This design comes from an exercise in tuning for small area and a short achievable clock period on the open sky130 flow, not from production work. In this exercise RTL edits were held to simulation tests only and were not proved equivalent to the original.

== wip/maple ==
Design fp_module, start of the top module:
module fp_module (
    input  logic                     i_clk,
    input  logic                     i_rst,
    input  fp_format_pkg::fp_word_t  i_data_r1,
    input  fp_format_pkg::fp_word_t  i_data_r2,
    input  logic [5-1:0]      i_alu_ctrl,
    output fp_format_pkg::fp_word_t  o_data,
    output logic                     o_invalid
);
Size in the first run: ~3600 cells after synthesis, roughly 100 I/O pins, about 24000 sq um of cells after synthesis.
==> flow/config.mk <==
export PLATFORM = sky130hd
export DESIGN_NAME = fp_module
export DESIGN_NICKNAME = fp_module
export VERILOG_FILES = /design/flow/design.v
export SDC_FILE = /design/flow/constraint.sdc
export NUM_CORES = 4
export LEC_CHECK = 0
export ABC_AREA = 1
export CAP_MARGIN = 0
export CORE_MARGIN = 2
export CORE_UTILIZATION = 40
export PLACE_DENSITY = 0.7
export SETUP_SLACK_MARGIN = 5
export SLEW_MARGIN = 0
==> flow/constraint.sdc <==
create_clock -name core_clock -period 17.0 [get_ports {i_clk}]
set_input_delay 3.4000 -clock core_clock [delete_from_list [all_inputs] [get_ports {i_clk}]]
set_output_delay 3.4000 -clock core_clock [all_outputs]
set_load 0.01 [all_outputs]
standard.sh (not shown) runs the stock make flow with config.mk's settings and CLKGATE_MAP_FILE= SYNTH_SCRIPT=/design/flow/synth_recipe.tcl, a recipe that flattens the netlist after the stock synthesis.
==> flow/flow/run.sh <==
#!/bin/bash
set -euo pipefail
export BUFFER_PORTS_ARGS="-buffer_cell sky130_fd_sc_hd__buf_1"
R=orfs/results/sky130hd/fp_module/base
bash standard.sh synth > standard_synth.log 2>&1
cp $R/1_2_yosys.v yosys_netlist_standard.v
python3 flow/fixpol.py yosys_netlist_standard.v $R/1_2_yosys.v > fixpol.log 2>&1
rm -f $R/1_synth.odb $R/1_synth.sdc
bash standard.sh finish > standard_flow.log 2>&1
Other scripts of this flow, unchanged in this note and not shown: flow/flow/fixpol.py
wip/maple finished end to end and its layout was clean on timing, DRC and antenna.
Input changes introduced in wip/fjord (baseline for comparison: wip/maple):
- swapping 40 for 50 in CORE_UTILIZATION
- clearing PLACE_DENSITY, which used to be 0.7
Results
On wip/fjord: met3 routing resource usage after global routing is 1.7 points higher than what wip/maple gave.
Going from wip/maple to wip/fjord, detailed placement HPWL grew by a few percent.
wip/fjord vs wip/maple, end point of the critical path: o_data[14] vs o_data[24]
Diff wip/maple -> wip/fjord: routed wirelength normalized by instance count climbed 1.9 um, total global routing track utilization climbed 8.9 points, final design instance area without fill dropped about 0.54%.
wip/fjord ended up with a lower achievable clock frequency than wip/maple did.
wip/maple has higher worst setup slack than wip/fjord.
Taking wip/maple as the reference, in wip/fjord wire length +about 4.5%; ratio of final minimum period to clock period higher.
diff inputs: wip/fjord => wip/amber
- CORE_UTILIZATION changed from 50 to 40
Results
wip/amber does better than wip/fjord on detailed-placement wirelength estimate. Summary of wip/amber over wip/fjord: post-CTS setup buffer count fell by 5.4%; wire length dropped about 2.4%; share of the clock period used by the worst path went down 1.1 points; layout-stage area growth over the synthesis result stayed essentially flat. Of the two candidates, wip/fjord has the better worst hold slack and wip/amber the worse one. The higher standard cell area after detailed placement came out of wip/amber. On final-layout fill cell count: between wip/fjord and wip/amber, it ends up lower for wip/fjord. NOTE global-route wire length before repair wip/fjord->wip/amber decreased slightly. Clock-buffer cell count: wip/amber vs wip/fjord up 1. wip/amber improves on wip/fjord in setup slack.

========
build 67:
fp_module, a different RTL version from the one above (not shown whole).
Size in the first run: about 3400 cells after synthesis, ~100 I/O pins, about 24000 µm² of cells after synthesis.
Design fp_module, start of the top module:
module fp_module (
    input  logic                     i_clk,
    input  logic                     i_rst,
    input  fp_format_pkg::fp_word_t  i_data_r1,
    input  fp_format_pkg::fp_word_t  i_data_r2,
    input  logic [5-1:0]      i_alu_ctrl,
    output fp_format_pkg::fp_word_t  o_data,
    output logic                     o_invalid
);
==> flow/config.mk <==
export PLATFORM = sky130hd
export DESIGN_NAME = fp_module
export DESIGN_NICKNAME = fp_module
export VERILOG_FILES = /design/flow/design.v
export SDC_FILE = /design/flow/constraint.sdc
export NUM_CORES = 4
export LEC_CHECK = 0
export ABC_AREA = 1
export CAP_MARGIN = 20
export CORE_MARGIN = 2
export CORE_UTILIZATION = 65
export PLACE_DENSITY = 0.75
export SETUP_SLACK_MARGIN = 4
export SLEW_MARGIN = 20
==> flow/constraint.sdc <==
create_clock -name core_clock -period 17.0 [get_ports {i_clk}]
set_input_delay 3.4000 -clock core_clock [delete_from_list [all_inputs] [get_ports {i_clk}]]
set_output_delay 3.4000 -clock core_clock [all_outputs]
set_load 0.01 [all_outputs]
Scripts as last shown in full above: flow/flow/run.sh
Other scripts of this flow, unchanged in this note and not shown: flow/flow/fixpol.py
Build 67 has completed all stages; timing, DRC and antenna checks passed.
Setup changes, build 67 to build 59
--- a/flow/config.mk
+++ b/flow/config.mk
@@ -10,4 +10,3 @@
 export CORE_MARGIN = 2
-export CORE_UTILIZATION = 65
-export PLACE_DENSITY = 0.75
+export CORE_UTILIZATION = 40
 export SETUP_SLACK_MARGIN = 4
## What came out
- Lower die area among build 59 and build 67: build 67
- Relative to build 67, initial antenna violation count decreased by 1 in build 59.
- Build 67 vs build 59, startpoint of the worst setup timing path: i_data_r1[4] vs i_data_r2[19]
- Achievable clock frequency: build 59 > build 67
- [compare] base=build 67 new=build 59: number of buffers created by CTS level, clock-buffer cell count -1, final setup slack of the worst path increased 0.51 ns.
The following lists how build 74 was set up differently from build 59:
--- a/flow/flow/run.sh
+++ b/flow/flow/run.sh
@@ -2,2 +2,3 @@
 set -euo pipefail
+export RECOVER_POWER=100
 export BUFFER_PORTS_ARGS="-buffer_cell sky130_fd_sc_hd__buf_1"
==> run notes <==
Build 74: full flow OK, the timing, design-rule and antenna checks passed
Delta (build 74 minus build 59): signed area change from the synthesized netlist to the final layout dropped 0.24 points; detailed-router iteration count before antenna repair went down 2; area of all placed cells without fillers has remained practically unchanged; worst setup slack now smaller.
Relative to build 74, the following input files were edited for build 18:
--- a/flow/flow/run.sh
+++ b/flow/flow/run.sh
@@ -2,3 +2,2 @@
 set -euo pipefail
-export RECOVER_POWER=100
 export BUFFER_PORTS_ARGS="-buffer_cell sky130_fd_sc_hd__buf_1"
--- a/flow/config.mk
+++ b/flow/config.mk
@@ -11,3 +11,3 @@
 export CORE_UTILIZATION = 40
-export SETUP_SLACK_MARGIN = 4
+export SETUP_SLACK_MARGIN = 3.5
 export SLEW_MARGIN = 20
==> run notes <==
On die area, build 18 and build 74 are basically level.
Per the comparison of build 18 with build 74, non-clock buffer count went down by 48, overall track demand over capacity in global routing went down by 0.33 points, number of fill cells in the layout went up by 45, final cell count went down by 1.3%, number of setup buffers added after CTS went down by 24.

-- static timing again, ports no longer ideal --
No port has a modelled driver above. Below, the same layouts with a new extraction and two added sets of constraints. Step 1 sets driving cells, clkbuf_16 on the clock port and buf_2 on the other inputs (assumed; they add their load-dependent delay and slew). Step 2 also shifts input and output timing later by t, the mid clock arrival at the registers, as if the neighbouring blocks saw the same clock. a / b / c = no drivers / after step 1 / after step 2; a / b = the first two.
run	t, ns	slack for setup (ns)	worst hold slack (ns)	clock arrival spread, ns	slew at the worst register clock pin (ns)
wip/maple	0.305	5.366 / 5.313 / 5.008	3.540 / 3.527 / 3.816	0.005 / 0.005	0.05 / 0.05
wip/fjord	0.315	5.316 / 5.326 / 5.011	3.558 / 3.547 / 3.804	0.008 / 0.008	0.06 / 0.06
wip/amber	0.308	5.497 / 5.408 / 5.100	3.541 / 3.527 / 3.805	0.006 / 0.006	0.05 / 0.05
build 67	0.305	4.043 / 4.040 / 3.735	3.584 / 3.574 / 3.802	0.006 / 0.006	0.05 / 0.05
build 59	0.302	4.556 / 4.564 / 4.261	3.550 / 3.538 / 3.807	0.006 / 0.007	0.05 / 0.05
build 74	0.302	2.970 / 2.968 / 2.666	3.550 / 3.538 / 3.806	0.006 / 0.006	0.05 / 0.05
build 18	0.303	4.116 / 4.127 / 3.824	3.552 / 3.540 / 3.805	0.006 / 0.006	0.05 / 0.05
After both steps every run listed still meets setup and hold. For wip/amber, which loses most, drivers alone change the setup slack by -0.089 ns; drivers and shift together by -0.397 ns.
